Context: an optimization exercise on an open-source flow, tuned for small area. The choices shown serve that exercise and are no tape-out recipe. Only simulation tests tie the RTL to the original design; equivalence was not proved. Power is estimated from default activity; no workload was simulated.

==> inputs of run a <==
==> flow/design.v <==
`default_nettype none
package prog_instruction_memory_pkg;
    localparam int IMEM_DATA_W = 32;    
    localparam int IMEM_DEPTH  = 64;    
    localparam int IMEM_ADDR_W = 10;    
    typedef enum logic [1:0] {
        ST_CLEAR = 2'd0,
        ST_IDLE  = 2'd1,
        ST_LOAD  = 2'd2,
        ST_DONE  = 2'd3
    } imem_state_e;
endpackage
`default_nettype wire
`default_nettype none
module imem_rd3 (
    input  wire logic [2:0] i_d,
    input  wire logic [2:0] i_s,
    output logic            o_n
);
    assign o_n = !((i_d[0] & i_s[0]) | (i_d[1] & i_s[1]) | (i_d[2] & i_s[2]));
endmodule
module imem_rdcol (
    input  wire logic [63:0] i_d,
    input  wire logic [63:0] i_s,
    output logic             o_q
);
    logic [21:0] w_n;    
    for (genvar k = 0; k < 21; k++) begin : g_leaf
        imem_rd3 u_rd3 (.i_d(i_d[3*k +: 3]), .i_s(i_s[3*k +: 3]), .o_n(w_n[k]));
    end
    assign w_n[21] = !(i_d[63] & i_s[63]);
    assign o_q = !(&w_n);
endmodule
module imem_rdmux
#(
    parameter int DATA_W = prog_instruction_memory_pkg::IMEM_DATA_W,
    parameter int DEPTH  = prog_instruction_memory_pkg::IMEM_DEPTH
) (
    input  wire logic [DEPTH*DATA_W-1:0] i_words,   
    input  wire logic [DEPTH-1:0]        i_sel,
    output logic      [DATA_W-1:0]       o_data
);
    for (genvar b = 0; b < DATA_W; b++) begin : g_bit
        logic [DEPTH-1:0] w_col;
        for (genvar i = 0; i < DEPTH; i++) begin : g_word
            assign w_col[i] = i_words[i*DATA_W + b];
        end
        imem_rdcol u_col (.i_d(w_col), .i_s(i_sel), .o_q(o_data[b]));
    end
endmodule
module imem_wl (
    input  wire logic i_wlo,       
    input  wire logic i_whi_clr,   
    input  wire logic i_wlo_n,     
    input  wire logic i_whi_we_n,  
    input  wire logic i_rlo_n,     
    input  wire logic i_rhi_n,     
    output logic      o_hold,
    output logic      o_wr,
    output logic      o_rd
);
    assign o_hold = !(i_wlo & i_whi_clr);
    assign o_wr   = !(i_wlo_n | i_whi_we_n);
    assign o_rd   = !(i_rlo_n | i_rhi_n);
endmodule
`default_nettype wire
`default_nettype none
module prog_instruction_memory
#(
    parameter int DATA_W = prog_instruction_memory_pkg::IMEM_DATA_W,
    parameter int DEPTH  = prog_instruction_memory_pkg::IMEM_DEPTH,
    parameter int ADDR_W = prog_instruction_memory_pkg::IMEM_ADDR_W
) (
    input  wire logic                  clk,
    input  wire logic                  rst_n,
    input  wire logic                  load_start,
    input  wire logic                  load_valid,
    input  wire logic [DATA_W-1:0]     load_data,
    input  wire logic                  load_last,
    output logic                       load_ready,
    output logic                       load_done,
    input  wire logic                  fetch_req,
    input  wire logic [ADDR_W-1:0]     fetch_addr,
    output logic                       fetch_valid,
    output logic      [DATA_W-1:0]     instruction,
    output logic                       fetch_err,
    output logic                       busy,
    output logic      [$clog2(DEPTH):0] word_count
);
    localparam int WORD_AW = $clog2(DEPTH);
    localparam logic [1:0] S_CLEAR = 2'b00;
    localparam logic [1:0] S_LOAD  = 2'b01;
    localparam logic [1:0] S_IDLE  = 2'b10;
    localparam logic [1:0] S_DONE  = 2'b11;
    logic [1:0]         r_state;
    logic [WORD_AW:0]   r_cnt;
    logic               r_fetch_valid;
    logic               r_fetch_err;
    logic [DATA_W-1:0]  r_mem [DEPTH];
    logic [DATA_W-1:0]  r_rdata;
    logic st_clear, st_load, st_done;
    assign st_clear = (r_state == S_CLEAR);
    assign st_load  = (r_state == S_LOAD);
    assign st_done  = (r_state == S_DONE);
    logic w_load_accept, w_fetch_accept, w_addr_bad, w_ptr_last;
    assign w_load_accept  = st_load && load_valid;
    assign w_fetch_accept = fetch_req && r_state[1];
    assign w_addr_bad     = (|fetch_addr[1:0]) || (|fetch_addr[ADDR_W-1:WORD_AW+2]);
    assign w_ptr_last     = &r_cnt[WORD_AW-1:0];
    logic [WORD_AW:0] w_cnt_inc;
    assign w_cnt_inc = r_cnt + 1'b1;
    always_ff @(posedge clk or negedge rst_n) begin
        if (!rst_n) begin
            r_state <= S_CLEAR;
            r_cnt   <= '0;
        end else begin
            case (r_state)
                S_CLEAR: begin
                    r_cnt[WORD_AW-1:0] <= w_cnt_inc[WORD_AW-1:0];
                    if (w_ptr_last) r_state <= S_IDLE;
                end
                S_IDLE: begin
                    if (load_start) begin
                        r_state <= S_LOAD;
                        r_cnt   <= '0;
                    end
                end
                S_LOAD: begin
                    if (load_valid) begin
                        r_cnt <= w_cnt_inc;
                        if (load_last || w_ptr_last) r_state <= S_DONE;
                    end
                end
                default: begin
                    r_state <= S_IDLE;
                end
            endcase
        end
    end
    always_ff @(posedge clk or negedge rst_n) begin
        if (!rst_n) begin
            r_fetch_valid <= 1'b0;
            r_fetch_err   <= 1'b0;
        end else begin
            r_fetch_valid <= w_fetch_accept;
            r_fetch_err   <= w_fetch_accept && w_addr_bad;
        end
    end
    logic       w_clr;
    logic [7:0] w_wlo, w_wlo_n, w_whi_clr, w_whi_we_n, w_rlo_n, w_rhi_n;
    assign w_clr = !r_state[1];    
    always_comb begin
        for (int j = 0; j < 8; j++) begin
            w_wlo[j]      =  (r_cnt[2:0] == 3'(j));
            w_wlo_n[j]    = !(r_cnt[2:0] == 3'(j));
            w_whi_clr[j]  =  (r_cnt[5:3] == 3'(j)) && w_clr;
            w_whi_we_n[j] = !((r_cnt[5:3] == 3'(j)) && w_load_accept);
            w_rlo_n[j]    = !((fetch_addr[4:2] == 3'(j)) && !w_addr_bad);
            w_rhi_n[j]    = !(fetch_addr[7:5] == 3'(j));
        end
    end
    logic [DEPTH-1:0] w_hold [2];
    logic [DEPTH-1:0] w_wr   [2];
    logic [DEPTH-1:0] w_rsel [2];
    for (genvar i = 0; i < DEPTH; i++) begin : g_word
        for (genvar h = 0; h < 2; h++) begin : g_half
            imem_wl u_wl (
                .i_wlo      (w_wlo[i%8]),
                .i_whi_clr  (w_whi_clr[i/8]),
                .i_wlo_n    (w_wlo_n[i%8]),
                .i_whi_we_n (w_whi_we_n[i/8]),
                .i_rlo_n    (w_rlo_n[i%8]),
                .i_rhi_n    (w_rhi_n[i/8]),
                .o_hold     (w_hold[h][i]),
                .o_wr       (w_wr[h][i]),
                .o_rd       (w_rsel[h][i])
            );
        end
    end
    localparam int HALF_W = DATA_W / 2;
    always_ff @(posedge clk) begin
        for (int i = 0; i < DEPTH; i++) begin
            for (int b = 0; b < DATA_W; b++) begin
                r_mem[i][b] <= (r_mem[i][b] & w_hold[b / HALF_W][i]) |
                               (load_data[b] & w_wr[b / HALF_W][i]);
            end
        end
    end
    logic [DEPTH*DATA_W-1:0] w_words;
    logic [DATA_W-1:0]       w_rdata;
    always_comb begin
        for (int i = 0; i < DEPTH; i++) begin
            w_words[i*DATA_W +: DATA_W] = r_mem[i];
        end
    end
    for (genvar h = 0; h < 2; h++) begin : g_rdhalf
        logic [DEPTH*HALF_W-1:0] w_hwords;
        for (genvar i = 0; i < DEPTH; i++) begin : g_word
            assign w_hwords[i*HALF_W +: HALF_W] = w_words[i*DATA_W + h*HALF_W +: HALF_W];
        end
        imem_rdmux #(
            .DATA_W (HALF_W),
            .DEPTH  (DEPTH)
        ) u_rdmux (
            .i_words (w_hwords),
            .i_sel   (w_rsel[h]),
            .o_data  (w_rdata[h*HALF_W +: HALF_W])
        );
    end
    always_ff @(posedge clk) begin
        r_rdata <= w_rdata;
    end
    assign load_ready  = st_load;
    assign load_done   = st_done;
    assign busy        = !r_state[1];
    assign word_count  = st_clear ? '0 : r_cnt;
    assign fetch_valid = r_fetch_valid;
    assign fetch_err   = r_fetch_err;
    assign instruction = r_rdata;
endmodule
`default_nettype wire
==> flow/flow/run.sh <==
#!/bin/bash
# Own layout flow: the standard ORFS flow (standard.sh), with two
# changes to how the layout is made:
#  - clock tree synthesis without dummy loads, with clkbuf_8 sink clusters
#    of up to 16 flip-flops within 70 um;
#  - port buffers of the smallest buffer cell (repair_design resizes or
#    buffers them where a port needs more drive).
# The full make/tool output goes to standard.log in the work folder; ORFS
# keeps each step's own log under orfs/logs/.
set -euo pipefail
CTS="-sink_clustering_enable -repair_clock_nets -dont_use_dummy_load"
CTS+=" -sink_clustering_size 16 -sink_clustering_max_diameter 70"
CTS+=" -buf_list sky130_fd_sc_hd__clkbuf_8"
bash standard.sh "CTS_ARGS=$CTS" \
    "BUFFER_PORTS_ARGS=-buffer_cell sky130_fd_sc_hd__buf_1" \
    finish > standard.log 2>&1
==> flow/standard.sh <==
#!/bin/bash
# synth_recipe.tcl (not shown) runs the flow's synth.tcl, then flattens the netlist and writes it again
# the make line also repeats each setting of config.mk as NAME=value (left out here)
make -C /OpenROAD-flow-scripts/flow DESIGN_CONFIG=/design/flow/config.mk WORK_HOME=/design/flow/orfs CLKGATE_MAP_FILE= SYNTH_SCRIPT=/design/flow/synth_recipe.tcl "${@:-finish}"
==> flow/config.mk <==
export PLATFORM = sky130hd
export DESIGN_NAME = prog_instruction_memory
export DESIGN_NICKNAME = prog_instruction_memory
export VERILOG_FILES = /design/flow/design.v
export SDC_FILE = /design/flow/constraint.sdc
export NUM_CORES = 4
export LEC_CHECK = 0
export CAP_MARGIN = 20
export CORE_MARGIN = 2
export CORE_UTILIZATION = 40
export CTS_BUF_LIST = sky130_fd_sc_hd__clkbuf_8
export CTS_CLUSTER_DIAMETER = 70
export CTS_CLUSTER_SIZE = 16
export SLEW_MARGIN = 20
export SYNTH_HIERARCHICAL = 1
export SYNTH_MINIMUM_KEEP_SIZE = 0
==> flow/constraint.sdc <==
create_clock -name core_clock -period 5.0 [get_ports {clk}]
set_input_delay 1.0000 -clock core_clock [delete_from_list [all_inputs] [get_ports {clk}]]
set_output_delay 1.0000 -clock core_clock [all_outputs]
set_load 0.01 [all_outputs]
==> inputs of run b, as changes to run a <==
CORE_UTILIZATION = 50   (was 40)
==> inputs of run c, as changes to run a <==
==> flow/design.v, changed modules only <==
module prog_instruction_memory
#(
    parameter int DATA_W = prog_instruction_memory_pkg::IMEM_DATA_W,
    parameter int DEPTH  = prog_instruction_memory_pkg::IMEM_DEPTH,
    parameter int ADDR_W = prog_instruction_memory_pkg::IMEM_ADDR_W
) (
    input  wire logic                  clk,
    input  wire logic                  rst_n,
    input  wire logic                  load_start,
    input  wire logic                  load_valid,
    input  wire logic [DATA_W-1:0]     load_data,
    input  wire logic                  load_last,
    output logic                       load_ready,
    output logic                       load_done,
    input  wire logic                  fetch_req,
    input  wire logic [ADDR_W-1:0]     fetch_addr,
    output logic                       fetch_valid,
    output logic      [DATA_W-1:0]     instruction,
    output logic                       fetch_err,
    output logic                       busy,
    output logic      [$clog2(DEPTH):0] word_count
);
    localparam int WORD_AW = $clog2(DEPTH);
    localparam logic [1:0] S_CLEAR = 2'b00;
    localparam logic [1:0] S_LOAD  = 2'b01;
    localparam logic [1:0] S_IDLE  = 2'b10;
    localparam logic [1:0] S_DONE  = 2'b11;
    logic [1:0]         r_state;
    logic [WORD_AW:0]   r_cnt;
    logic               r_fetch_valid;
    logic               r_fetch_err;
    logic [DATA_W-1:0]  r_mem [DEPTH];
    logic [DATA_W-1:0]  r_rdata;
    logic st_clear, st_load, st_done;
    assign st_clear = (r_state == S_CLEAR);
    assign st_load  = (r_state == S_LOAD);
    assign st_done  = (r_state == S_DONE);
    logic w_load_accept, w_fetch_accept, w_addr_bad, w_ptr_last;
    assign w_load_accept  = st_load && load_valid;
    assign w_fetch_accept = fetch_req && r_state[1];
    assign w_addr_bad     = (|fetch_addr[1:0]) || (|fetch_addr[ADDR_W-1:WORD_AW+2]);
    assign w_ptr_last     = &r_cnt[WORD_AW-1:0];
    logic [WORD_AW:0] w_cnt_inc;
    assign w_cnt_inc = r_cnt + 1'b1;
    always_ff @(posedge clk or negedge rst_n) begin
        if (!rst_n) begin
            r_state <= S_CLEAR;
            r_cnt   <= '0;
        end else begin
            case (r_state)
                S_CLEAR: begin
                    r_cnt[WORD_AW-1:0] <= w_cnt_inc[WORD_AW-1:0];
                    if (w_ptr_last) r_state <= S_IDLE;
                end
                S_IDLE: begin
                    if (load_start) begin
                        r_state <= S_LOAD;
                        r_cnt   <= '0;
                    end
                end
                S_LOAD: begin
                    if (load_valid) begin
                        r_cnt <= w_cnt_inc;
                        if (load_last || w_ptr_last) r_state <= S_DONE;
                    end
                end
                default: begin
                    r_state <= S_IDLE;
                end
            endcase
        end
    end
    always_ff @(posedge clk or negedge rst_n) begin
        if (!rst_n) begin
            r_fetch_valid <= 1'b0;
            r_fetch_err   <= 1'b0;
        end else begin
            r_fetch_valid <= w_fetch_accept;
            r_fetch_err   <= w_fetch_accept && w_addr_bad;
        end
    end
    logic [DEPTH-1:0] w_hold, w_wr, w_rsel;
    always_comb begin
        for (int i = 0; i < DEPTH; i++) begin
            w_hold[i] = !((r_cnt[WORD_AW-1:0] == WORD_AW'(i)) && !r_state[1]);
            w_wr[i]   =  (r_cnt[WORD_AW-1:0] == WORD_AW'(i)) && w_load_accept;
            w_rsel[i] =  (fetch_addr[WORD_AW+1:2] == WORD_AW'(i)) && !w_addr_bad;
        end
    end
    always_ff @(posedge clk) begin
        for (int i = 0; i < DEPTH; i++) begin
            r_mem[i] <= (r_mem[i]  & {DATA_W{w_hold[i]}}) |
                        (load_data & {DATA_W{w_wr[i]}});
        end
    end
    logic [DEPTH*DATA_W-1:0] w_words;
    logic [DATA_W-1:0]       w_rdata;
    always_comb begin
        for (int i = 0; i < DEPTH; i++) begin
            w_words[i*DATA_W +: DATA_W] = r_mem[i];
        end
    end
    imem_rdmux #(
        .DATA_W (DATA_W),
        .DEPTH  (DEPTH)
    ) u_rdmux (
        .i_words (w_words),
        .i_sel   (w_rsel),
        .o_data  (w_rdata)
    );
    always_ff @(posedge clk) begin
        r_rdata <= w_rdata;
    end
    assign load_ready  = st_load;
    assign load_done   = st_done;
    assign busy        = !r_state[1];
    assign word_count  = st_clear ? '0 : r_cnt;
    assign fetch_valid = r_fetch_valid;
    assign fetch_err   = r_fetch_err;
    assign instruction = r_rdata;
endmodule
// module imem_wl removed
==> flow/flow/run.sh (replaced) <==
#!/bin/bash
# Own layout flow: the standard ORFS flow (standard.sh), with three
# changes to how the layout is made:
#  - clock tree synthesis without dummy loads, clkbuf_16 sink clusters of
#    up to 30 flip-flops within 60 um;
#  - port buffers of the smallest buffer cell (repair_design resizes them
#    where a port needs more drive);
#  - power recovery after global routing, which downsizes gates that have
#    slack to spare.
# The full make/tool output goes to standard.log in the work folder; ORFS
# keeps each step's own log under orfs/logs/.
set -euo pipefail
CTS="-sink_clustering_enable -repair_clock_nets -dont_use_dummy_load"
CTS+=" -sink_clustering_size 30 -sink_clustering_max_diameter 60"
CTS+=" -buf_list sky130_fd_sc_hd__clkbuf_16"
bash standard.sh "CTS_ARGS=$CTS" \
    "BUFFER_PORTS_ARGS=-buffer_cell sky130_fd_sc_hd__buf_1" \
    RECOVER_POWER=100 \
    finish > standard.log 2>&1
CAP_MARGIN = 10   (was 20)
CTS_BUF_LIST = sky130_fd_sc_hd__clkbuf_16   (was sky130_fd_sc_hd__clkbuf_8)
CTS_CLUSTER_DIAMETER = 60   (was 70)
CTS_CLUSTER_SIZE = 30   (was 16)
SLEW_MARGIN = 10   (was 20)
==> comparison table <==
item	run b	run a	run c
Outcome	finished clean	finished clean	failed layout checks
Reasons for failing layout checks	-	-	max-capacitance violations, max-slew violations
Via count normalized by instance count	7.371	7.019	7.315
Number of unique standard cell types used by synthesis	42	42	47
Area inside the core boundary	145600 µm²	182500 µm²	182700 µm²
Number of global-route vias before repair	55.56k	56.03k	56.89k
Global-route wire length before repair	399.8 mm	406.0 mm	456.7 mm
Clock insertion delay at the later pin of the skew report	0.94 ns	0.99 ns	0.84 ns
Net Sw Power	7.947 mW	7.903 mW	10.92 mW
Mapped Avg Cell Area	11.54 µm²	11.54 µm²	11.97 µm²
Adder-cell area share of the yosys netlist	0.001708	0.001708	0.001534
Class of the tightest hold or removal check	in2async	in2reg	in2async
Worst R2R Setup Slack	1.24 ns	1.39 ns	0.41 ns
Metal3 WL	34.86 mm	31.18 mm	43.63 mm
Path length in cells of the critical path	10	12	10
Wire length the detailed router placed on met1	115.0 mm	113.4 mm	127.9 mm
Period Utilization, post-route	0.8203	0.8038	0.9307
Max Fanout on Critical Path	16	16	13
Number of antenna violations at the first check in global routing	12	13	28
Share of total power in sequential cells	0.625	0.623	0.558
FP Rows	140	157	157
CP Capture Point	r_rdata[28]	r_rdata[7]	r_rdata[4]
Depth of the most critical reg-to-reg path	8	8	7
Multi-input gate area in the final layout	28500 µm²	28570 µm²	28690 µm²
Final hold slack	0.08945 ns	0.2843 ns	0.2113 ns
Clock-pin transition on the worst setup and hold timing paths	0.10 ns	0.10 ns	0.07 ns
Switch share	0.2726	0.2711	0.2917

-- separate check: timing with driven ports --
No port has a modelled driver above. Below, the same layouts with a new extraction and two added sets of constraints. Step 1 assumes that a clkbuf_16 drives the clock port and a buf_2 every other input. Step 2 times the ports against the registers' clock, not the clock port: input delays grow and output delays shrink by t, the midpoint of the rising clock arrivals with the driver on. Three values: ideal ports, drivers, drivers and shift; two values: the first two.
| run | t, ns | setup slack, ns | worst setup path after step 2 | latest minus earliest clock arrival (ns) | cell pins on the clock port's net |
|---|---|---|---|---|---|
| run a | 1.010 | 0.981 / 1.037 / 0.027 | input to register | 0.130 / 0.129 | 1 |
| run b | 0.982 | 0.898 / 0.948 / -0.035 | input to register | 0.062 / 0.061 | 1 |
| run c | 0.885 | 0.347 / 0.411 / -0.471 | input to register | 0.096 / 0.095 | 1 |
For run a, which loses most, drivers alone change the setup slack by +0.056 ns; drivers and shift together by -0.954 ns.
